Background: an optimization exercise with open tools, aiming at small area, a short achievable clock period and few clock cycles. Do not read the settings as production practice.
In this exercise RTL edits were held to simulation tests only and were not proved equivalent to the original.

==> flow/design.v (outline; a module is shown in full before it is edited, if it fits) <==
// module fwdkm_seq: 7704 lines
// module fwd_fa: 10 lines
// module fwd_ha: 9 lines
module fwdkm_seq #(
  parameter int unsigned NJ    = 3,
  parameter int unsigned ANG_W = 32,
  parameter int unsigned COS_W = 32,
  parameter int unsigned LEN_W = 16,
  parameter int unsigned ACC_W = 64
) (
  input  logic                 clk,
  input  logic                reset,
  input  logic                in_valid,
  output logic                in_ready,
  input  logic [ANG_W-1:0]    yaw_ang,
  input  logic [NJ*ANG_W-1:0] jnt_ang,
  input  logic [NJ*ANG_W-1:0] jnt_off,
  input  logic [NJ*LEN_W-1:0] link_len,
  input  logic [LEN_W-1:0]    base_h,
  output logic                cos_req_valid,
  input  logic                cos_req_ready,
  output logic [ANG_W-1:0]    cos_req_angle,
  input  logic                cos_rsp_valid,
  input  logic [COS_W-1:0]    cos_rsp_data,
  output logic                out_valid,
  input  logic                out_ready,
  output logic [ACC_W-1:0]    pos_x,
  output logic [ACC_W-1:0]    pos_y,
  output logic [ACC_W-1:0]    pos_z,
  output logic                busy
);
  // ...
==> flow/flow/run.sh <==
#!/bin/bash
set -euo pipefail
bash standard.sh SETUP_SLACK_MARGIN=8.5 'BUFFER_PORTS_ARGS=-buffer_cell sky130_fd_sc_hd__buf_1' finish > standard_flow.log 2>&1
==> flow/standard.sh <==
#!/bin/bash
# synth_recipe.tcl (not shown) runs the flow's synth.tcl, then flattens the netlist and writes it again
# the make line also repeats each setting of config.mk as NAME=value (left out here)
make -C /OpenROAD-flow-scripts/flow DESIGN_CONFIG=/design/flow/config.mk WORK_HOME=/design/flow/orfs CLKGATE_MAP_FILE= SYNTH_SCRIPT=/design/flow/synth_recipe.tcl "${@:-finish}"
==> flow/config.mk <==
export PLATFORM = sky130hd
export DESIGN_NAME = fwdkm_seq
export DESIGN_NICKNAME = fwdkm_seq
export VERILOG_FILES = /design/flow/design.v
export SDC_FILE = /design/flow/constraint.sdc
export NUM_CORES = 4
export LEC_CHECK = 0
export CAP_MARGIN = 20
export CORE_MARGIN = 5
export CORE_UTILIZATION = 40
export CTS_BUF_LIST = sky130_fd_sc_hd__clkbuf_8
export CTS_CLUSTER_DIAMETER = 80
export CTS_CLUSTER_SIZE = 15
export SLEW_MARGIN = 20
export SYNTH_HIERARCHICAL = 1
export TNS_END_PERCENT = 0
==> flow/constraint.sdc <==
create_clock -name core_clock -period 13.0 [get_ports {clk}]
set_input_delay 2.6000 -clock core_clock [delete_from_list [all_inputs] [get_ports {clk}]]
set_output_delay 2.6000 -clock core_clock [all_outputs]
set_load 0.01 [all_outputs]
==> reports/metrics.yaml, run 1 <==
status: "finished clean"
setup.worst_path.start_class: "flop"
syn-mean-instance-area_um2: 11.2
clockRootBuffer: "clkbuf_8"
met2RoutedLength_mm: 76.3
netlist_top_cells_count: "xnor2_1 (682), edfxtp_1 (567), a22oi_1 (544)"
area.sequential_um2: 19200
flops_latches_synth: 668
required_ns: 13.70
yosys-top-cells-area: "edfxtp_1 (30%), fa_1 (17%), xnor2_1 (10%)"
synth.distinct_cells: 72
number_of_enable_flip_flop_cells_after_synthesis: 567
ys.flop_type: "edfxtp_1"
post-synth-top-count-cell: "xnor2_1"
clk_transition_reported_paths_ns: 0.11
h-tree-depth: 2
post-route-period-util: 0.452
clkLatencyLatePin_ns: 0.83
met3_wirelength_mm: 11.5
dp_worst_setup_slack_ns: 6.28
postCtsHoldBufs: 0
critical_path_peak_fanout: 7
cts_resized: 68
coreArea_um2: 143000
drt_pass1_iterations: 6
critPathCaptureType: "flop"
antenna_violating_nets_left: 0
synth_top_area_cell: "edfxtp_1"
Testbench counts, summed over its fixed seeds: cycles 3,144.
==> run 2: changes to the inputs <==
--- a/flow/design.v
+++ b/flow/design.v
@@ -63,17 +63,17 @@
   assign rsp_k         = q_q - 3'd1;
   logic ans6, ans7, pos_free, bstart, blast, first;
   assign ans6     = ans && rsp_k == 3'd6;
   assign ans7     = ans && rsp_k == 3'd7;
   assign pos_free = !bbusy_q && (!ov_q || out_ready);
   assign bstart   = (ans7 || bpend_q) && pos_free;
   assign blast    = (bcnt_q == 3'd5);
   assign first    = (bcnt_q == 3'd0);
-  logic       act_d, pend_d, bpend_d, bbusy_d, ov_d, gate_d;
+  logic       act_d, pend_d, bpend_d, bbusy_d, ov_d, gate_d, outst_d;
   logic [2:0] q_d, bcnt_d;
   always_comb begin
     q_d    = req_fire ? q_q + 3'd1 : q_q;
     act_d  = act_q;
     pend_d = pend_q;
     if (req_fire && q_q == 3'd7) begin
       act_d  = pend_q || accept;
       pend_d = 1'b0;
@@ -89,18 +89,19 @@
       bcnt_d  = '0;
     end else if (bbusy_q) begin
       bcnt_d = bcnt_q + 3'd1;
       if (blast) bbusy_d = 1'b0;
     end
     ov_d = ov_q;
     if (bbusy_q && blast)       ov_d = 1'b1;
     else if (ov_q && out_ready) ov_d = 1'b0;
+    outst_d = req_fire ? 1'b1 : (ans ? 1'b0 : outst_q);
     gate_d = 1'b1;
-    if (q_d == 3'd0) gate_d = !bpend_d;
+    if (q_d == 3'd0) gate_d = !bpend_d && (!outst_d || (!bbusy_d && !ov_d));
     else if (q_d[2:1] == 2'b11) gate_d = !bpend_d && (!bbusy_d || bcnt_d >= 3'd4);
   end
   always_ff @(posedge clk or posedge reset) begin
     if (reset) begin
       occ_q   <= 1'b0;
       act_q   <= 1'b0;
       pend_q  <= 1'b0;
       q_q     <= '0;
@@ -118,18 +119,17 @@
     end else begin
       if (accept) occ_q <= 1'b1;
       else if (ans && rsp_k == 3'd5) occ_q <= 1'b0;
       act_q   <= act_d;
       pend_q  <= pend_d;
       q_q     <= q_d;
       en_q    <= act_d && gate_d;
       asel_q  <= (q_d[2:1] == 2'd0);
-      if (req_fire)  outst_q <= 1'b1;
-      else if (ans)  outst_q <= 1'b0;
+      outst_q <= outst_d;
       mac_v_q <= ans && (rsp_k <= 3'd5);
       if (ans) begin
         mac_z_q <= (rsp_k == 3'd0);
         mac_b_q <= (rsp_k == 3'd1);
         mac_a_q <= (rsp_k == 3'd1 || rsp_k == 3'd3);
       end
       bpend_q <= bpend_d;
       bbusy_q <= bbusy_d;
==> flow/flow/run.sh (replaced) <==
#!/bin/bash
set -euo pipefail
bash standard.sh SETUP_SLACK_MARGIN=7.5 'BUFFER_PORTS_ARGS=-buffer_cell sky130_fd_sc_hd__buf_1' finish > standard_flow.log 2>&1
==> run 2 against run 1 <==
Effect of this change:
- worst hold slack better by 0.036 ns
- first-iteration DRC count up 17%
- design area up 0.96%
- clock-buffer cell count up 8
- sequential share of layout area down 0.30 points
- utilization up 0.36 points
- critical path type is now input pin to output port
==> reports/metrics.yaml, run 2 <==
clkLatencyLatePin_ns: 0.81  # -0.02 ns
final_layout_size_suffix_gt1_frac: 0.0775
critPathBufInv: 2
finClkSkew_ns: 0.0601
via_count: 40800
synthesis.area_um2: 57600
required_ns: 10.40  # -3.30 ns
ys_async_sr_fraction: 0.0284
antenna_violating_nets_left: 0  # unchanged
start_util: 0.402
final_cell_mix: "xnor2_1 (676), edfxtp_1 (567), buf_1 (552)"
post-route-period-util: 0.442  # -0.00968
cts-buffers-inserted: 66
routed_wire_length_per_instance_um: 22.9
grt_usage: 0.215
drt_drc_violations_left: 0
io_pins: 554
clockRootBuffer: "clkbuf_8"
worst_hold_path_type: "flop to flop"
place.gp.congestion: 0.905
startpoint_of_the_lowest_slack_register_to_register_path: "bm_two[5]$_DFFE_PP_"
die_w_um: 390
num-nets-final: 6603
grt_overflow_total: 0
routed_via_density: 5.57
cts_buffer_depth: 3
ys.flop_type: "edfxtp_1"
netlist_top_cells_count: "xnor2_1 (679), edfxtp_1 (567), a22oi_1 (546)"
slowest_delay_ns: 0.16
report.final.hold_viol_count: 0
setup.worst_path.start_class: "input pin"
setup-tns-final_ns: 0
r2r_cells: 19
die_height_um: 390
postCtsHoldBufs: 0  # unchanged
cts_tree: "built"
critical_path_peak_fanout: 3  # -4
cp-endpoint: "cos_req_valid"
rsz_0062_raised_after_global_routing: "true"
clk_transition_reported_paths_ns: 0.10  # about the same
report.final.setup_viol: 0
timing.reg2reg.setup_slack_ns: 7.31
maxClockFrequency_mhz: 174
flops_latches_synth: 668  # unchanged
ys_warn_count: 10
timing.critical_path.arrival_ns: 3.15
post_synth_inst_count: 5146
numPortBuffers: 553
antenna_found_initial: 26
number_of_enable_flip_flop_cells_after_synthesis: 567  # unchanged
post-synth-top-count-cell: "xnor2_1"
grt_pass1_wl_mm: 254
path_cells: "buf_1, nand2b_4, and2_4, buf_6"
drt_iter0_markers: 3515
path_delay_family: "simple AND/OR/NAND/NOR gates"
grt_max_degree: 100
tightestPinTransition_ns: 1.08
filler_cell_count: 13500
status: "finished clean"
maxSlewViolCount: 0
synth.net_count: 6396
coreArea_um2: 143000  # +0.12%
synth_top_area_cell: "edfxtp_1"
vias_in_the_first_global_route: 41400
floorplan.die_area_um2: 152000
slew-limit-headroom: 0.279
yosys-top-cells-area: "edfxtp_1 (30%), fa_1 (17%), xnor2_1 (10%)"
finalWorstPathRequiredPeriod_ns: 5.75
h-tree-depth: 3  # +1
timing.critical_path.from: "cos_rsp_valid"
yosysTopAreaCellShare: 0.295
synth_seq_area_share: 0.332
cp.depth: 4
area_delta_synth_final_pct: 8.79
hpwlAfterDp_mm: 122
cts_num_sinks: 668
hold_start: "y_q[45]$_DFFE_PP_"
dpl.cell_count: 7150
critical_path.reg2reg.endpoint: "x_q[49]$_DFF_P_"
critPathCaptureType: "output port"
biggestRegsByFlops: "px_q (56), pz_q (56)"
syn-mean-instance-area_um2: 11.2  # -0.39%
crit_slowest_cell: "and2_4"
layout.cells.non_filler: 7332
synth.distinct_cells: 79  # +9.7%
drt-total-wl_mm: 168
drt_pass1_iterations: 6  # unchanged
maxCapViolCount: 0
placement_rows: 139
worst-setup-path-type: "input pin to output port"
layout.cells.most_common: "xnor2_1"
[run 2: changes by cell type after synthesis, moves of 5 or more]
cell,previous run,this run
a211o_1,6,1
a21o_1,84,76
and3_1,8,16
nand2_1,236,258
nand3_1,41,46
nor2_1,161,168
nor2b_1,40,22
nor3_1,50,43
o211ai_1,4,13
o21ai_0,103,113
or3_1,4,11
xor2_1,109,115
[run 2: logic make-up after synthesis]
group / Yosys count / synth area share
fa+ha+maj: 924 / 0.263
simple gates: 811 / 0.0681
flops: 668 / 0.332
buf+inv: 697 / 0.0547
mux: 127 / 0.0237
compound gates: 1125 / 0.137
xor+xnor: 794 / 0.121
[run 2: per-stage QoR]
| stage | util | area, µm² | hold WS, ns | setup WS, ns |
|---|---|---|---|---|
| floorplan | - | 57800 | 0.426 | 7.14 |
| global placement | 0.420 | 60200 | 0.432 | 6.09 |
| detailed placement | 0.420 | 60200 | 0.435 | 6.01 |
| CTS | 0.434 | 62300 | 0.452 | 7.25 |
| global route | 0.437 | 62700 | 0.464 | 7.10 |
| finish | 0.437 | 62700 | 0.458 | 7.25 |
[run 2: worst min path at each step]
stage                          to  slack (ns)  cells after the start
2_1_floorplan  ry_q[30]$_DFFE_PP_        0.43                      0
3_3_place_gp   ry_q[39]$_DFFE_PP_        0.43                      0
3_5_place_dp   ry_q[35]$_DFFE_PP_        0.44                      0
4_1_cts        ry_q[41]$_DFFE_PP_        0.45                      0
5_1_grt        ry_q[41]$_DFFE_PP_        0.46                      0
6_report       ry_q[45]$_DFFE_PP_        0.46                      0
[run 2: final cells by class]
type | count | area (µm²) | area share
multi-input combinational | 3781 | 35900 | 0.572
sequential | 668 | 19200 | 0.306
timing repair buffer | 654 | 3120 | 0.0497
tap | 1903 | 2380 | 0.0380
clock buffer | 68 | 936 | 0.0149
inverter | 180 | 703 | 0.0112
clock inverter | 54 | 397 | 0.00633
antenna | 22 | 55.1 | 0.000878
timing repair inverter | 2 | 32.5 | 0.000519
[run 2: worst register-to-register path, stage by stage, from the launching register on]
cell and delay, ns:
edfxtp_1 0.33, buf_4 0.43, a22oi_1 0.18, xnor2_1 0.25
fa_1 0.47, fa_1 0.45, fa_1 0.44, fa_1 0.53
fa_2 0.49, ha_4 0.31, nand2_1 0.09, nor3_2 0.20
nand3_2 0.21, a211oi_4 0.39, o211ai_1 0.16, a21oi_2 0.22
a2111oi_4 0.06, o21bai_2 0.20, a21oi_2 0.08, xnor2_1 0.11
[run 2: per-module statistics from Yosys, one instance, submodules excluded]
module / times used / cells inside / flops+latches / area (µm²)
fwd_fa: 449 / 1 / 0 / 20.0
fwd_ha: 125 / 1 / 0 / 12.5
fwdkm_seq: 1 / 4572 / 668 / 47100
[run 2: metal layers]
layer	track usage	vias to the layer above	part of all wire
met4	0.0586	10	0.029
met5	0	-	0.00041
li1	-	18500	-
met1	0.300	20400	0.44
met2	0.347	1584	0.46
met3	0.0355	285	0.069
[run 2: timing repair]
action / CTS / global route
pin swaps: 22 / 27
gates cloned: 4 / 2
endpoints found under the setup margin: 104 / 81
setup buffers: 26 / 6
gates resized for setup: 112 / 56
Testbench counts of run 2, summed over its fixed seeds: cycles 3,144.

## separate check: timing with driven ports
In the flow no input, the clock included, has a driving cell. The finished layouts below were timed again as built, in two steps. Step 1, drivers: a clkbuf_16 drives clk and a buf_2 each remaining input, both assumed. Step 2 times the ports against the registers' clock, not the clock port: input delays grow and output delays shrink by t, the midpoint of the rising clock arrivals with the driver on. a / b / c = no drivers / after step 1 / after step 2; a / b = the first two.
| run | t (ns) | setup WS [ns] | cell pins on the clock port's net |
|---|---|---|---|
| run 1 | 0.861 | 7.123 / 7.055 / 6.882 | 1 |
| run 2 | 0.859 | 7.249 / 7.137 / 6.755 | 1 |
After both steps setup and hold are still met in every run listed. For run 2, which loses most, drivers alone change the setup slack by -0.112 ns; drivers and shift together by -0.494 ns.
